This design comes from an exercise in tuning for small area and a short achievable clock period on the open sky130 flow, not from production work.
In this exercise RTL edits were held to simulation tests only and were not proved equivalent to the original.
No activity file was given, so power comes from the tool's default toggle rates. No driver is modelled on the clock port, so clocking that relies on it looks cheaper here than on a real chip.

Design mem_responder, start of the top module:
module mem_responder #(
   parameter int unsigned word_sz     = 16,
   parameter int unsigned mem_sz      = 256,
   parameter int unsigned wait_cycles = 2
) (
   input  logic               clk,
   input  logic               rst,
   input  logic               bus_req_valid,
   output logic               bus_req_ready,
   input  logic               bus_req_write,
   input  logic [word_sz-1:0] bus_req_addr,
   input  logic [word_sz-1:0] bus_req_wdata,
   output logic               bus_rsp_valid,
   input  logic               bus_rsp_ready,
   output logic [word_sz-1:0] bus_rsp_rdata,
   output logic               bus_rsp_err
);
Size in the first run: roughly 4200 flip-flops.
clock: 4.5 ns
lec_check: 0
cap_margin: 20
core_margin: 2
core_utilization: 58
setup_slack_margin: 1.8
slew_margin: 20
standard.sh (not shown) runs the stock make flow with config.mk's settings and CLKGATE_MAP_FILE= SYNTH_SCRIPT=/design/flow/synth_recipe.tcl, a recipe that flattens the netlist after the stock synthesis.
==> flow/flow/run.sh <==
#!/bin/bash
# Standard layout with a leaner clock tree: no dummy loads, larger sink clusters.
export CTS_ARGS="-sink_clustering_enable -repair_clock_nets -dont_use_dummy_load -buf_list {sky130_fd_sc_hd__clkbuf_8 sky130_fd_sc_hd__clkbuf_16} -sink_clustering_size 30 -sink_clustering_max_diameter 60"
bash standard.sh > standard.log 2>&1
The starting point went through all stages and came out clean.
Then changed:
Settings changed: SETUP_SLACK_MARGIN 1.8 to 2.5.
Outcome:
- The new run finished with timing, DRC and antenna clean
- area after synthesis stays the same
- final area grows by 4.0%
- first-iteration DRC count grows by 17%
- combinational power grows by 33%
- total power grows by 0.58%
- maximum frequency grows by 23%
- via count grows by 3.5%
- core utilization grows by 2.5 points
Then changed:
Settings changed: ABC_CLOCK_PERIOD_IN_PS from default to 2500, CORE_UTILIZATION 58 to 45, SETUP_SLACK_MARGIN 2.5 to 2.0.
Effect: The changed run completed with no timing, DRC or antenna violations; hold slack degrades by 31 ps; worst setup slack loses 190 ps; first-iteration DRC count shrinks by 12%; die area grows by about 30%.
Then changed:
Settings changed: ABC_CLOCK_PERIOD_IN_PS 2500 to default, CORE_UTILIZATION 45 to 58, SETUP_SLACK_MARGIN 2.0 to 2.2.
The changed run finished with timing, DRC and antenna clean.
Clock-buffer cell count is higher by 8.
Combinational power is higher by about a fifth.
Register-to-register slack improves by 160 ps.
Core utilization is higher by 15 points.
Final area is higher slightly.
Area after synthesis is unchanged.
Routed wire length is higher by a few percent.
First-iteration DRC count is higher by a few percent.
Setup slack improves by 160 ps.
Total power is higher slightly.
Then changed:
Settings changed: CORE_UTILIZATION 58 to 70, SETUP_SLACK_MARGIN 2.2 to 2.35.
What happened: The changed run finished clean. Clock skew goes down by 13 ps. Via count goes up by 1.6%. Core utilization goes up by 13 points. Die area goes down by 17%. Total power goes down by 1.6%. Non-clock buffer count goes up by 32. Area after synthesis stays the same.
Then changed:
Settings changed: CORE_UTILIZATION 70 to 80, SETUP_SLACK_MARGIN 2.35 to 2.2.
Result: Sequential power hardly moves; worst setup slack loses 260 ps; non-clock buffer count went down by 112; clock-buffer cell count came out lower by 7; wire length came out lower by about 0.9%; clock power stays flat; synthesized area is unchanged; final area is lower by 1.9%.


exp/quartz:
The RTL this note starts from:
==> flow/design.v <==
package mem_responder_pkg;
   localparam int N_RING   = 4;
   localparam int RING_LEN = 64;
   localparam int POS_W    = 6;
   localparam int WSTEP    = 5;
   localparam int RSTEP    = 3;
   localparam int INVERT   = 0;
   localparam logic [3:0] NOP = 4'd0;
   localparam logic [3:0] ADD = 4'd1;
   localparam logic [3:0] SUB = 4'd2;
   localparam logic [3:0] AND = 4'd3;
   localparam logic [3:0] NOT = 4'd4;
   localparam logic [3:0] RD  = 4'd5;
   localparam logic [3:0] WR  = 4'd6;
   localparam logic [3:0] BR  = 4'd7;
   localparam logic [3:0] BRZ = 4'd8;
   function automatic logic is_store(input logic [3:0] op);
      return (op == WR);
   endfunction
endpackage
module mem_array #(
   parameter int unsigned word_sz  = 16,
   parameter int unsigned n_ring   = 2,
   parameter int unsigned ring_len = 128,
   parameter int unsigned wstep    = 5,
   parameter int unsigned rstep    = 3,
   parameter int unsigned invert   = 0
) (
   input  logic                  i_clk,
   input  logic [n_ring-1:0]     i_wring,
   input  logic [7:0]            i_wlo,
   input  logic [ring_len/8-1:0] i_whi,
   input  logic [n_ring-1:0]     i_wring_n,
   input  logic [7:0]            i_wlo_n,
   input  logic [ring_len/8-1:0] i_whi_n,
   input  logic [word_sz-1:0]    i_wdata,
   input  logic [n_ring*ring_len-1:0] i_rsel,
   input  logic                  i_csel,
   input  logic                  i_xsel,
   input  logic [word_sz-1:0]    i_xdata,
   input  logic                  i_hold,
   input  logic [word_sz-1:0]    i_hdata,
   output logic [word_sz-1:0]    o_rdata
);
   localparam int unsigned N = n_ring * ring_len;
   logic [N-1:0][word_sz-1:0] r_cell;
   function automatic logic inv_at(input int unsigned p);
      inv_at = (invert != 0) && (((p / wstep) % 2) == 1);
   endfunction
   always_ff @(posedge i_clk) begin
      for (int r = 0; r < n_ring; r++) begin
         for (int p = 0; p < ring_len; p++) begin
            if (p % wstep == 0 && invert == 0) begin
               if (i_wring[r]
                   && i_wlo[((p + ring_len - 1) % ring_len) % 8]
                   && i_whi[((p + ring_len - 1) % ring_len) / 8])
                  r_cell[r * ring_len + p] <= i_wdata;
               else
                  r_cell[r * ring_len + p] <= r_cell[r * ring_len + (p + ring_len - 1) % ring_len];
            end else if (p % wstep == 0) begin
               r_cell[r * ring_len + p] <= ~(
                  ({word_sz{i_wring[r]
                            & i_wlo[((p + ring_len - 1) % ring_len) % 8]
                            & i_whi[((p + ring_len - 1) % ring_len) / 8]}}
                   & (inv_at(p) ? i_wdata : ~i_wdata))
                | ({word_sz{i_wring_n[r]
                            | i_wlo_n[((p + ring_len - 1) % ring_len) % 8]
                            | i_whi_n[((p + ring_len - 1) % ring_len) / 8]}}
                   & r_cell[r * ring_len + (p + ring_len - 1) % ring_len]));
            end else begin
               r_cell[r * ring_len + p] <= r_cell[r * ring_len + p - 1];
            end
         end
      end
   end
   logic [word_sz-1:0] w_true;      
   logic [word_sz-1:0] w_comp;      
   always_comb begin
      w_true     = ({word_sz{i_xsel}} & i_xdata) | ({word_sz{i_hold}} & i_hdata);
      w_comp     = '0;
      for (int r = 0; r < n_ring; r++)
         for (int p = 0; p < ring_len; p++)
            if (p % rstep == 0 || p == ring_len - 1) begin
               if (inv_at(p)) begin
                  w_comp = w_comp | ({word_sz{i_rsel[r * ring_len + p]}}
                                     & r_cell[r * ring_len + p]);
               end else begin
                  w_true = w_true | ({word_sz{i_rsel[r * ring_len + p]}}
                                     & r_cell[r * ring_len + p]);
               end
            end
   end
   assign o_rdata = w_true | ({word_sz{i_csel}} & ~w_comp);
endmodule
import mem_responder_pkg::*;
module mem_responder #(
   parameter int unsigned word_sz     = 16,
   parameter int unsigned mem_sz      = 256,
   parameter int unsigned wait_cycles = 2
) (
   input  logic               clk,
   input  logic               rst,
   input  logic               bus_req_valid,
   output logic               bus_req_ready,
   input  logic               bus_req_write,
   input  logic [word_sz-1:0] bus_req_addr,
   input  logic [word_sz-1:0] bus_req_wdata,
   output logic               bus_rsp_valid,
   input  logic               bus_rsp_ready,
   output logic [word_sz-1:0] bus_rsp_rdata,
   output logic               bus_rsp_err
);
   localparam int unsigned NR     = mem_responder_pkg::N_RING;
   localparam int unsigned RING_W = $clog2(NR);
   localparam int unsigned POS_W  = mem_responder_pkg::POS_W;
   localparam int unsigned LEN    = mem_responder_pkg::RING_LEN;
   localparam int unsigned NHI    = LEN / 8;
   logic               r_live;      
   logic               r_ready;     
   logic               r_s1;        
   logic               r_s2;        
   logic               r_s3;        
   logic               r_valid;     
   logic               r_err;       
   logic               r_wr;        
   logic [word_sz-1:0] r_wdata;
   logic [NR-1:0]      r_rring;     
   logic [NR-1:0]      r_wring;     
   logic [7:0]         r_lo;        
   logic [NHI-1:0]     r_hi;        
   logic [NR-1:0]      r_wring_n;   
   logic [7:0]         r_lo_n;
   logic [NHI-1:0]     r_hi_n;
   logic [word_sz-1:0] r_rsp_rdata;
   logic [LEN-1:0]     r_tap;       
   logic               r_csel;      
   logic               r_xsel;      
   logic [POS_W-1:0]   r_rot;       
   logic               w_accept;
   logic               w_in_range;
   logic [POS_W-1:0]   w_at;
   logic [NR-1:0]      w_ring;
   logic               w_whit;      
   logic [word_sz-1:0] w_arr_rdata;
   assign w_accept   = r_ready && bus_req_valid;
   assign w_in_range = (32'(bus_req_addr) < mem_sz);
   assign w_at       = bus_req_addr[POS_W-1:0] + r_rot;
   always_comb begin
      w_ring = '0;
      w_ring[bus_req_addr[POS_W +: RING_W]] = 1'b1;
   end
   logic [7:0]         w_lo_nx;
   logic [NHI-1:0]     w_hi_nx;
   logic [NR-1:0]      w_rring_nx;
   logic [LEN-1:0]     w_tap_nx;
   logic [NR*LEN-1:0]  w_rsel;
   logic               w_csel_nx;
   always_comb begin
      if (w_accept) begin
         w_lo_nx    = 8'b1 << w_at[2:0];
         w_hi_nx    = NHI'(1) << w_at[POS_W-1:3];
         w_rring_nx = (!bus_req_write && w_in_range) ? w_ring : '0;
      end else begin
         w_lo_nx    = {r_lo[6:0], r_lo[7]};
         w_hi_nx    = r_lo[7] ? {r_hi[NHI-2:0], r_hi[NHI-1]} : r_hi;
         w_rring_nx = r_s3 ? '0 : r_rring;
      end
      w_tap_nx  = '0;
      w_csel_nx = 1'b0;
      for (int p = 0; p < LEN; p++)
         if (p % mem_responder_pkg::RSTEP == 0 || p == LEN - 1) begin
            w_tap_nx[p] = w_lo_nx[p % 8] && w_hi_nx[p / 8];
            if (mem_responder_pkg::INVERT != 0 && ((p / mem_responder_pkg::WSTEP) % 2) == 1)
               w_csel_nx = w_csel_nx || (w_tap_nx[p] && (|w_rring_nx));
         end
   end
   always_comb begin
      for (int r = 0; r < NR; r++)
         for (int p = 0; p < LEN; p++)
            w_rsel[r * LEN + p] = r_rring[r] && r_tap[p];
   end
   always_ff @(posedge clk or negedge rst) begin
      if (!rst) begin
         r_live  <= 1'b0;
         r_ready <= 1'b0;
         r_s1    <= 1'b0;
         r_s2    <= 1'b0;
         r_s3    <= 1'b0;
         r_valid <= 1'b0;
         r_rring <= '0;
      end else begin
         r_live  <= 1'b1;
         r_ready <= !r_live || (r_ready && !bus_req_valid) || (r_valid && bus_rsp_ready);
         r_s1    <= w_accept;
         r_s2    <= r_s1;
         r_s3    <= r_s2;
         r_valid <= r_s3 || (r_valid && !bus_rsp_ready);
         r_rring <= w_rring_nx;
      end
   end
   always_ff @(posedge clk) begin
      r_rot  <= r_rot + 1'b1;
      r_lo   <= w_lo_nx;
      r_lo_n <= ~w_lo_nx;
      r_hi   <= w_hi_nx;
      r_hi_n <= ~w_hi_nx;
      r_tap  <= w_tap_nx;
      r_csel <= w_csel_nx;
      r_xsel <= w_accept && (bus_req_write || !w_in_range);
      if (w_accept) begin
         r_err   <= !w_in_range;
         r_wr    <= bus_req_write && w_in_range;
         r_wdata <= bus_req_wdata;
         r_wring   <= (bus_req_write && w_in_range) ? w_ring : '0;
         r_wring_n <= (bus_req_write && w_in_range) ? ~w_ring : '1;
      end else if (w_whit) begin
         r_wring   <= '0;
         r_wring_n <= '1;
      end
      r_rsp_rdata <= w_arr_rdata;
   end
   always_comb begin
      w_whit = 1'b0;
      for (int p = 0; p < LEN; p++)
         if (p % mem_responder_pkg::WSTEP == 0)
            w_whit = w_whit || (r_lo[((p + LEN - 1) % LEN) % 8] && r_hi[((p + LEN - 1) % LEN) / 8]);
   end
   mem_array #(
      .word_sz  (word_sz),
      .n_ring   (NR),
      .ring_len (LEN),
      .wstep    (mem_responder_pkg::WSTEP),
      .rstep    (mem_responder_pkg::RSTEP),
      .invert   (mem_responder_pkg::INVERT)
   ) u_mem_array (
      .i_clk     (clk),
      .i_wring   (r_wring),
      .i_wlo     (r_lo),
      .i_whi     (r_hi),
      .i_wring_n (r_wring_n),
      .i_wlo_n   (r_lo_n),
      .i_whi_n   (r_hi_n),
      .i_wdata   (r_wdata),
      .i_rsel    (w_rsel),
      .i_csel    (r_csel),
      .i_xsel    (r_xsel && r_wr),
      .i_xdata   (r_wdata),
      .i_hold    (!(((|r_rring) && (|r_tap)) || r_xsel)),
      .i_hdata   (r_rsp_rdata),
      .o_rdata   (w_arr_rdata)
   );
   assign bus_req_ready = r_ready;
   assign bus_rsp_valid = r_valid;
   assign bus_rsp_rdata = r_rsp_rdata;
   assign bus_rsp_err   = r_err;
endmodule
clock: 4.5 ns
lec_check: 0
cap_margin: 20
core_margin: 2
core_utilization: 67
setup_slack_margin: 2.3
slew_margin: 20
Scripts as last shown in full above: flow/flow/run.sh
diff inputs: exp/quartz => exp/indigo
# exp/quartz
export LEC_CHECK = 0
export CAP_MARGIN = 20
export CORE_MARGIN = 2
export CORE_UTILIZATION = 67
export SETUP_SLACK_MARGIN = 2.3
export SLEW_MARGIN = 20
create_clock -name core_clock -period 4.5 [get_ports {clk}]
# exp/indigo
export LEC_CHECK = 0
export CAP_MARGIN = 20
export CORE_MARGIN = 2
export CORE_UTILIZATION = 70
export SETUP_SLACK_MARGIN = 2.3
export SLEW_MARGIN = 20
create_clock -name core_clock -period 4.5 [get_ports {clk}]
==> comparison <==
- Final RePlAce weighted congestion (lower): exp/quartz
- The capturing instance or port of the critical path comes out bus_rsp_rdata[15] in one run and r_rsp_rdata[2]$_DFF_P_ in the other, namely in exp/indigo and exp/quartz respectively.
- Looking at first-pass GRT wire length across both flows, exp/indigo is the stronger of the two, with exp/quartz trailing.
- Compare exp/indigo and exp/quartz | global-route usage higher: exp/quartz
What exp/xenon does differently from exp/indigo at the input level:
# exp/indigo
export LEC_CHECK = 0
export CAP_MARGIN = 20
export CORE_MARGIN = 2
export CORE_UTILIZATION = 70
export SETUP_SLACK_MARGIN = 2.3
export SLEW_MARGIN = 20
create_clock -name core_clock -period 4.5 [get_ports {clk}]
# exp/xenon
export LEC_CHECK = 0
export CAP_MARGIN = 20
export CORE_MARGIN = 2
export CORE_UTILIZATION = 75
export SETUP_SLACK_MARGIN = 2.2
export SLEW_MARGIN = 20
create_clock -name core_clock -period 4.5 [get_ports {clk}]
### Flow results
Any difference in switching part of the total between exp/indigo and exp/xenon is small enough to ignore. Comparing setup slack for exp/indigo and exp/xenon, the smaller number came from exp/xenon. Number of diodes for exp/xenon: 1 down relative to exp/indigo. Sort exp/indigo and exp/xenon by first-pass GRT wire length, ascending, and exp/xenon comes first. exp/xenon vs exp/indigo: met3 wirelength from detailed routing up slightly.
--- input diff exp/xenon..exp/zinc ---
# exp/xenon
export LEC_CHECK = 0
export CAP_MARGIN = 20
export CORE_MARGIN = 2
export CORE_UTILIZATION = 75
export SETUP_SLACK_MARGIN = 2.2
export SLEW_MARGIN = 20
create_clock -name core_clock -period 4.5 [get_ports {clk}]
# exp/zinc
export LEC_CHECK = 0
export CAP_MARGIN = 20
export CORE_MARGIN = 2
export CORE_UTILIZATION = 58
export SETUP_SLACK_MARGIN = 2.4
export SLEW_MARGIN = 20
create_clock -name core_clock -period 4.5 [get_ports {clk}]
==> summary.txt <==
- exp/zinc against exp/xenon: transition at the pin with the smallest max-transition slack went up; non-clock buffer count went up; fraction of the core area covered by cells at the end of the flow went down; routability congestion estimate from global placement went down; share of total power in combinational logic went up.
- Compared with exp/xenon, exp/zinc shows wire length on met1 that has gone up by more than 10%.
- Power attributed to the clock group in exp/zinc vs exp/xenon: up about 6%
- exp/zinc has global-route wire length before repair above what exp/xenon had.
- Design internal power (exp/zinc over exp/xenon): increase, 2.1%
- First-iteration DRC count sits lower in exp/zinc than in exp/xenon.
- Compared with exp/xenon, exp/zinc shows a lower highest ir drop seen on vdd.
Changes in exp/maple relative to exp/zinc:
# exp/zinc
export LEC_CHECK = 0
export CAP_MARGIN = 20
export CORE_MARGIN = 2
export CORE_UTILIZATION = 58
export SETUP_SLACK_MARGIN = 2.4
export SLEW_MARGIN = 20
create_clock -name core_clock -period 4.5 [get_ports {clk}]
# exp/maple
export LEC_CHECK = 0
export ABC_CLOCK_PERIOD_IN_PS = 2500
export CAP_MARGIN = 20
export CORE_MARGIN = 2
export CORE_UTILIZATION = 45
export SETUP_SLACK_MARGIN = 2.0
export SLEW_MARGIN = 20
create_clock -name core_clock -period 4.5 [get_ports {clk}]
==> flow/flow/run.sh <==
#!/bin/bash
# Standard layout with a leaner clock tree: no dummy loads, clkbuf_8 sink buffers.
export CTS_ARGS="-sink_clustering_enable -repair_clock_nets -dont_use_dummy_load -buf_list {sky130_fd_sc_hd__clkbuf_8 sky130_fd_sc_hd__clkbuf_16} -root_buf sky130_fd_sc_hd__clkbuf_16 -sink_clustering_buffer sky130_fd_sc_hd__clkbuf_8 -sink_clustering_size 20 -sink_clustering_max_diameter 45"
bash standard.sh > standard.log 2>&1
Findings:
Taking exp/zinc as the reference, in exp/maple met3 capacity usage during global routing went down by 2.3 points; placed wire-length estimate after detailed placement went down by 1.1%. exp/zinc -> exp/maple: flip-flop and latch count delta 0, exact match. On die footprint, exp/zinc beats exp/maple. Between exp/maple and exp/zinc, the wire length the detailed router placed on met1 is higher for exp/zinc. Delta(combinational power share, exp/maple - exp/zinc) < 0. Comparing exp/maple and exp/zinc, met1 track utilization from global routing is higher on exp/zinc. Relative to exp/zinc, final standard cell utilization of the core has gone down in exp/maple. On total design power, exp/maple and exp/zinc are neck and neck. A highest metal layer with signal wires of met5 is what exp/zinc shows, while met4 belongs to exp/maple. Final instance area delta for exp/maple relative to exp/zinc: 2.1% lower.

-- static timing again, ports no longer ideal --
In the flow no input, the clock included, has a driving cell. The finished layouts below were timed again as built, in two steps.
Step 1: set_driving_cell puts a clkbuf_16 on clk and a buf_2 on each other input, an assumption about the parent block.
Step 2 also shifts input and output timing later by t, the mid clock arrival at the registers, as if the neighbouring blocks saw the same clock.
Slacks: ideal ports / drivers / drivers and shift; pairs: ideal ports / drivers.
| run | shift t [ns] | setup WS [ns] | hold WS [ns] | worst setup path after step 2 |
|---|---|---|---|---|
| the first run of note 1 | 0.924 | 1.535 / 1.535 / 1.155 | 0.274 / 0.274 / 0.274 | input to register |
| the second run of note 1 | 0.918 | 2.087 / 2.063 / 1.527 | 0.281 / 0.281 / 0.281 | input to register |
| the third run of note 1 | 0.920 | 1.897 / 1.897 / 1.230 | 0.250 / 0.250 / 0.250 | input to register |
| the fourth run of note 1 | 0.939 | 2.061 / 2.061 / 1.449 | 0.263 / 0.263 / 0.263 | input to register |
| the fifth run of note 1 | 0.887 | 2.169 / 2.120 / 1.361 | 0.279 / 0.279 / 0.279 | input to register |
| the sixth run of note 1 | 0.909 | 1.909 / 1.909 / 1.377 | 0.308 / 0.308 / 0.308 | input to register |
| exp/quartz | 0.879 | 2.182 / 2.159 / 1.525 | 0.293 / 0.293 / 0.293 | input to register |
| exp/indigo | 0.881 | 2.177 / 2.096 / 1.366 | 0.283 / 0.283 / 0.283 | input to register |
| exp/xenon | 0.899 | 1.965 / 1.965 / 1.303 | 0.298 / 0.298 / 0.298 | input to register |
| exp/zinc | 0.933 | 2.025 / 2.025 / 1.492 | 0.266 / 0.266 / 0.266 | input to register |
| exp/maple | 0.997 | 1.925 / 1.925 / 1.214 | 0.265 / 0.265 / 0.265 | input to register |
After both steps every run listed still meets setup and hold. For exp/indigo, which loses most, drivers alone change the setup slack by -0.081 ns; drivers and shift together by -0.811 ns.
